Context: an optimization exercise on an open-source flow, tuned for small area and a short achievable clock period. The choices shown serve that exercise and are no tape-out recipe.
Only simulation tests tie the RTL to the original design; equivalence was not proved.
The clock port is modelled as an ideal driver; clocking choices that lean on that would not hold on a real chip.
No activity file was given, so power comes from the tool's default toggle rates.

==> v36 <==
==> flow/design.v <==
module fpu_8097_stack_ctl #(
    parameter int DEPTH = 8,
    parameter int WIDTH = 80,
    localparam int TOPW = $clog2(DEPTH)
) (
    input  logic             clk,
    input  logic             rst,
    input  logic             op_valid,
    output logic             op_ready,
    input  logic [2:0]       op_code,
    input  logic [TOPW-1:0]  op_idx,
    input  logic [WIDTH-1:0] op_wdata,
    output logic             rsp_valid,
    input  logic             rsp_ready,
    output logic [WIDTH-1:0] rsp_data,
    output logic [7:0]       rsp_fault,
    input  logic             sw_clr,
    output logic [15:0]      sw,
    output logic [TOPW-1:0]  top,
    output logic [DEPTH-1:0] tag
);
    logic [DEPTH-1:0][WIDTH-1:0] mem;      
    logic [DEPTH-1:0][TOPW-1:0]  rel;      
    logic [DEPTH-1:0]            rtag;     
    logic [DEPTH-1:0]            sel;      
    logic                        f_any, f_ovf, f_ill;
    logic                        ie, c1;
    logic             acc, is_push, is_pop, is_read, is_wr, is_xch, is_free;
    logic             t0, t7, t_i, ovf, unf, ok_push, ok_pop, ok_xch, rd_ok;
    logic [TOPW-1:0]  ridx;
    logic [DEPTH-1:0] didx, rtag_n, nsel, wen, hit_i, hit_0, hit_7, rsel, pdec, tag_n;
    logic [WIDTH-1:0] rd;
    assign op_ready = !rsp_valid || rsp_ready;
    assign acc      = op_valid && op_ready;
    assign is_push = op_code == 3'd1;
    assign is_pop  = op_code == 3'd2;
    assign is_read = op_code == 3'd3;
    assign is_wr   = op_code == 3'd4;
    assign is_xch  = op_code == 3'd5;
    assign is_free = op_code == 3'd6;
    assign t0  = rtag[0];
    assign t7  = rtag[DEPTH-1];
    fpu_8097_stack_dec u_dec (.a(op_idx), .y(didx));
    assign t_i = |(didx & rtag);
    assign ok_push = is_push && !t7;
    assign ok_pop  = is_pop && t0;
    assign ok_xch  = is_xch && t0 && t_i;
    assign ovf     = is_push && t7;
    assign unf     = (is_pop && !t0) || (is_read && !t_i) || (is_xch && !(t0 && t_i));
    assign rd_ok   = ok_pop || ok_xch || (is_read && t_i);
    always_comb
        for (int s = 0; s < DEPTH; s++) begin
            hit_i[s] = rel[s] == op_idx;
            hit_0[s] = rel[s] == '0;
            hit_7[s] = rel[s] == TOPW'(DEPTH - 1);
        end
    assign wen = {DEPTH{acc}} & (({DEPTH{ok_push}} & hit_7) | ({DEPTH{is_wr}} & hit_i));
    always_ff @(posedge clk)
        for (int s = 0; s < DEPTH; s++)
            if (wen[s]) mem[s] <= op_wdata;
    assign rsel = is_read ? hit_i : hit_0;
    assign nsel = acc ? (rsel & {DEPTH{rd_ok}}) : sel;
    fpu_8097_stack_rdmux #(.DEPTH(DEPTH), .WIDTH(WIDTH)) u_rdmux (
        .mem(mem), .sel(nsel), .rd(rd)
    );
    always_comb
        for (int k = 0; k < DEPTH; k++)
            pdec[k] = TOPW'(TOPW'(k) - top) == op_idx;
    always_comb begin
        tag_n = tag;
        if (ok_push) tag_n[TOPW'(top - 1'b1)] = 1'b1;
        if (ok_pop)  tag_n[top] = 1'b0;
        if (is_wr)   tag_n = tag_n | pdec;
        if (is_free) tag_n = tag_n & ~pdec;
    end
    always_comb begin
        rtag_n = rtag;
        if (ok_push) rtag_n = {rtag[DEPTH-2:0], 1'b1};
        if (ok_pop)  rtag_n = {1'b0, rtag[DEPTH-1:1]};
        if (is_wr)   rtag_n = rtag_n | didx;
        if (is_free) rtag_n = rtag_n & ~didx;
    end
    assign rsp_fault = {3'b000, f_any, 2'b00, f_ill, f_ovf};
    assign sw        = {2'b00, top, 1'b0, c1, 1'b0, ie, ie, 5'b00000, ie};
    always_ff @(posedge clk or posedge rst) begin
        if (rst) begin
            top       <= '0;
            tag       <= '0;
            rtag      <= '0;
            sel       <= '0;
            for (int s = 0; s < DEPTH; s++) rel[s] <= TOPW'(s);
            rsp_data  <= '0;
            f_any     <= 1'b0;
            f_ovf     <= 1'b0;
            f_ill     <= 1'b0;
            ie        <= 1'b0;
            c1        <= 1'b0;
            rsp_valid <= 1'b0;
        end else begin
            if (acc) begin
                if (ok_push) top <= top - 1'b1;
                else if (ok_pop) top <= top + 1'b1;
                tag  <= tag_n;
                rtag <= rtag_n;
                for (int s = 0; s < DEPTH; s++) begin
                    if (ok_push) rel[s] <= rel[s] + 1'b1;
                    else if (ok_pop) rel[s] <= rel[s] - 1'b1;
                    else if (ok_xch && hit_0[s]) rel[s] <= op_idx;
                    else if (ok_xch && hit_i[s]) rel[s] <= '0;
                end
                f_any    <= unf || ovf || op_code == 3'd7;
                f_ovf    <= ovf;
                f_ill    <= op_code == 3'd7;
            end
            sel       <= nsel;
            rsp_data  <= rd;
            rsp_valid <= acc || (rsp_valid && !rsp_ready);
            ie <= (acc && (ovf || unf)) || (ie && !sw_clr);
            c1 <= (acc && (ovf || unf)) ? ovf : (c1 && !sw_clr);
        end
    end
endmodule
module fpu_8097_stack_rdmux #(
    parameter int DEPTH = 8,
    parameter int WIDTH = 80
) (
    input  logic [DEPTH-1:0][WIDTH-1:0] mem,
    input  logic [DEPTH-1:0]            sel,
    output logic [WIDTH-1:0]            rd
);
    always_comb begin
        rd = '0;
        for (int s = 0; s < DEPTH; s++)
            rd = rd | (mem[s] & {WIDTH{sel[s]}});
    end
endmodule
module fpu_8097_stack_dec (
    input  logic [2:0] a,
    output logic [7:0] y
);
    always_comb
        for (int k = 0; k < 8; k++)
            y[k] = a == 3'(k);
endmodule
==> flow/flow/run.sh <==
#!/bin/bash
# Standard ORFS layout with these changes: ports buffered with plain buffers
# instead of delay cells, the buffers of timing-critical inputs sized for their
# load before CTS (flow/size_ports.tcl), the resizer allowed to change a cell's
# footprint, and a clock tree of smaller buffers without dummy loads.
set -euo pipefail
here=$(pwd)
bash standard.sh BUFFER_PORTS_ARGS="-buffer_cell sky130_fd_sc_hd__buf_2" MATCH_CELL_FOOTPRINT=0 \
  PRE_CTS_TCL="$here/flow/size_ports.tcl" \
  CTS_ARGS="-sink_clustering_enable -repair_clock_nets -buf_list sky130_fd_sc_hd__clkbuf_4 -sink_clustering_size 9 -sink_clustering_max_diameter 45 -dont_use_dummy_load" \
  finish > standard_flow.log 2>&1
==> flow/flow/size_ports.tcl <==
# Size the buffers of timing-critical input ports for the load they drive:
# repair_timing leaves the buffers that buffer_ports inserted at their first size.
estimate_parasitics -placement
foreach inst [get_cells input*] {
  set out [get_pins -of_objects $inst -filter "direction==output"]
  if {[get_property $out slack_max] > 2.5} { continue }
  set fo [llength [get_pins -of_objects [get_nets -of_objects $out] -filter "direction==input"]]
  if {$fo >= 12} {
    set cell sky130_fd_sc_hd__buf_8
  } elseif {$fo >= 6} {
    set cell sky130_fd_sc_hd__buf_6
  } elseif {$fo >= 3} {
    set cell sky130_fd_sc_hd__buf_4
  } else {
    continue
  }
  puts "size_ports: [get_full_name $inst] fanout $fo slack [get_property $out slack_max] -> $cell"
  replace_cell $inst [get_lib_cells $cell]
}
# Split the high-fanout nets (the per-slot write enables and read selects, 80
# loads each) into buffer trees before the clock tree and timing repair.
set_max_fanout 20 [current_design]
estimate_parasitics -placement
repair_design -slew_margin $::env(SLEW_MARGIN) -cap_margin $::env(CAP_MARGIN)
estimate_parasitics -placement
detailed_placement
==> flow/standard.sh <==
#!/bin/bash
# synth_recipe.tcl (not shown) runs the flow's synth.tcl, then flattens the netlist and writes it again
# the make line also repeats each setting of config.mk as NAME=value (left out here)
make -C /OpenROAD-flow-scripts/flow DESIGN_CONFIG=/design/flow/config.mk WORK_HOME=/design/flow/orfs CLKGATE_MAP_FILE= SYNTH_SCRIPT=/design/flow/synth_recipe.tcl "${@:-finish}"
==> flow/config.mk <==
export PLATFORM = sky130hd
export DESIGN_NAME = fpu_8097_stack_ctl
export DESIGN_NICKNAME = fpu_8097_stack_ctl
export VERILOG_FILES = /design/flow/design.v
export SDC_FILE = /design/flow/constraint.sdc
export NUM_CORES = 4
export LEC_CHECK = 0
export CAP_MARGIN = 20
export CORE_MARGIN = 2
export CORE_UTILIZATION = 60
export SETUP_SLACK_MARGIN = 2.6
export SLEW_MARGIN = 20
export SYNTH_HIERARCHICAL = 1
export TNS_END_PERCENT = 10
==> flow/constraint.sdc <==
create_clock -name core_clock -period 5.0 [get_ports {clk}]
set_input_delay 1.0000 -clock core_clock [delete_from_list [all_inputs] [get_ports {clk}]]
set_output_delay 1.0000 -clock core_clock [all_outputs]
set_load 0.01 [all_outputs]
==> v3 (differences from v36) <==
--- a/flow/flow/size_ports.tcl
+++ b/flow/flow/size_ports.tcl
@@ -17,10 +17,3 @@
   puts "size_ports: [get_full_name $inst] fanout $fo slack [get_property $out slack_max] -> $cell"
   replace_cell $inst [get_lib_cells $cell]
 }
-# Split the high-fanout nets (the per-slot write enables and read selects, 80
-# loads each) into buffer trees before the clock tree and timing repair.
-set_max_fanout 20 [current_design]
-estimate_parasitics -placement
-repair_design -slew_margin $::env(SLEW_MARGIN) -cap_margin $::env(CAP_MARGIN)
-estimate_parasitics -placement
-detailed_placement
Settings changed: CORE_UTILIZATION 60 to 40, SETUP_SLACK_MARGIN 2.6 to 2.5, TNS_END_PERCENT 10 to 5.
==> comparison table <==
| quantity | v3 | v36 |
|---|---|---|
| Combinational power | 3000 uW | 3050 uW |
| Worst rel slew slack | 0.312 | 0.507 |
| Clock latency on the worst-skew pair | 0.94 ns | 0.88 ns |
| Clk_buf instances | 105 | 101 |
| Worst path slowest cell | sky130_fd_sc_hd__a22o_4 | sky130_fd_sc_hd__buf_2 |
| Flop pwr share | 0.570 | 0.571 |
| Area of placed instances | 31800 um2 | 31400 um2 |
| Multi-input gate area | 6570 um2 | 6560 um2 |
| Run status | finished clean | finished clean |
| Weighted congestion at the end of routability-driven global placement | 0.822 | 0.829 |
| Post-CTS setup buffer count | 39 | 35 |
| Final critical delay including setup and external delays | 2.70 ns | 2.66 ns |
| Area of all placed cells without fillers | 34000 um2 | 34400 um2 |

[port drivers added, routing unchanged]
In the flow no input, the clock included, has a driving cell. The finished layouts below were timed again as built, in two steps. Step 1: set_driving_cell puts a clkbuf_16 on clk and a buf_2 on each other input, an assumption about the parent block. Step 2 times the ports against the registers' clock, not the clock port: input delays grow and output delays shrink by t, the midpoint of the rising clock arrivals with the driver on. Slacks: no drivers / after step 1 / after step 2; pairs: no drivers / after step 1.
| run | shift t [ns] | setup slack, ns | worst setup path after step 2 | latest minus earliest clock arrival (ns) | pins driven straight from the clock port |
|---|---|---|---|---|---|
| v36 | 0.902 | 2.339 / 2.336 / 1.434 | input to register | 0.078 / 0.078 | 1 |
| v3 | 0.918 | 2.300 / 2.194 / 1.276 | input to register | 0.167 / 0.167 | 1 |
After both steps setup and hold are still met in every run listed. For v3, which loses most, drivers alone change the setup slack by -0.106 ns; drivers and shift together by -1.024 ns.
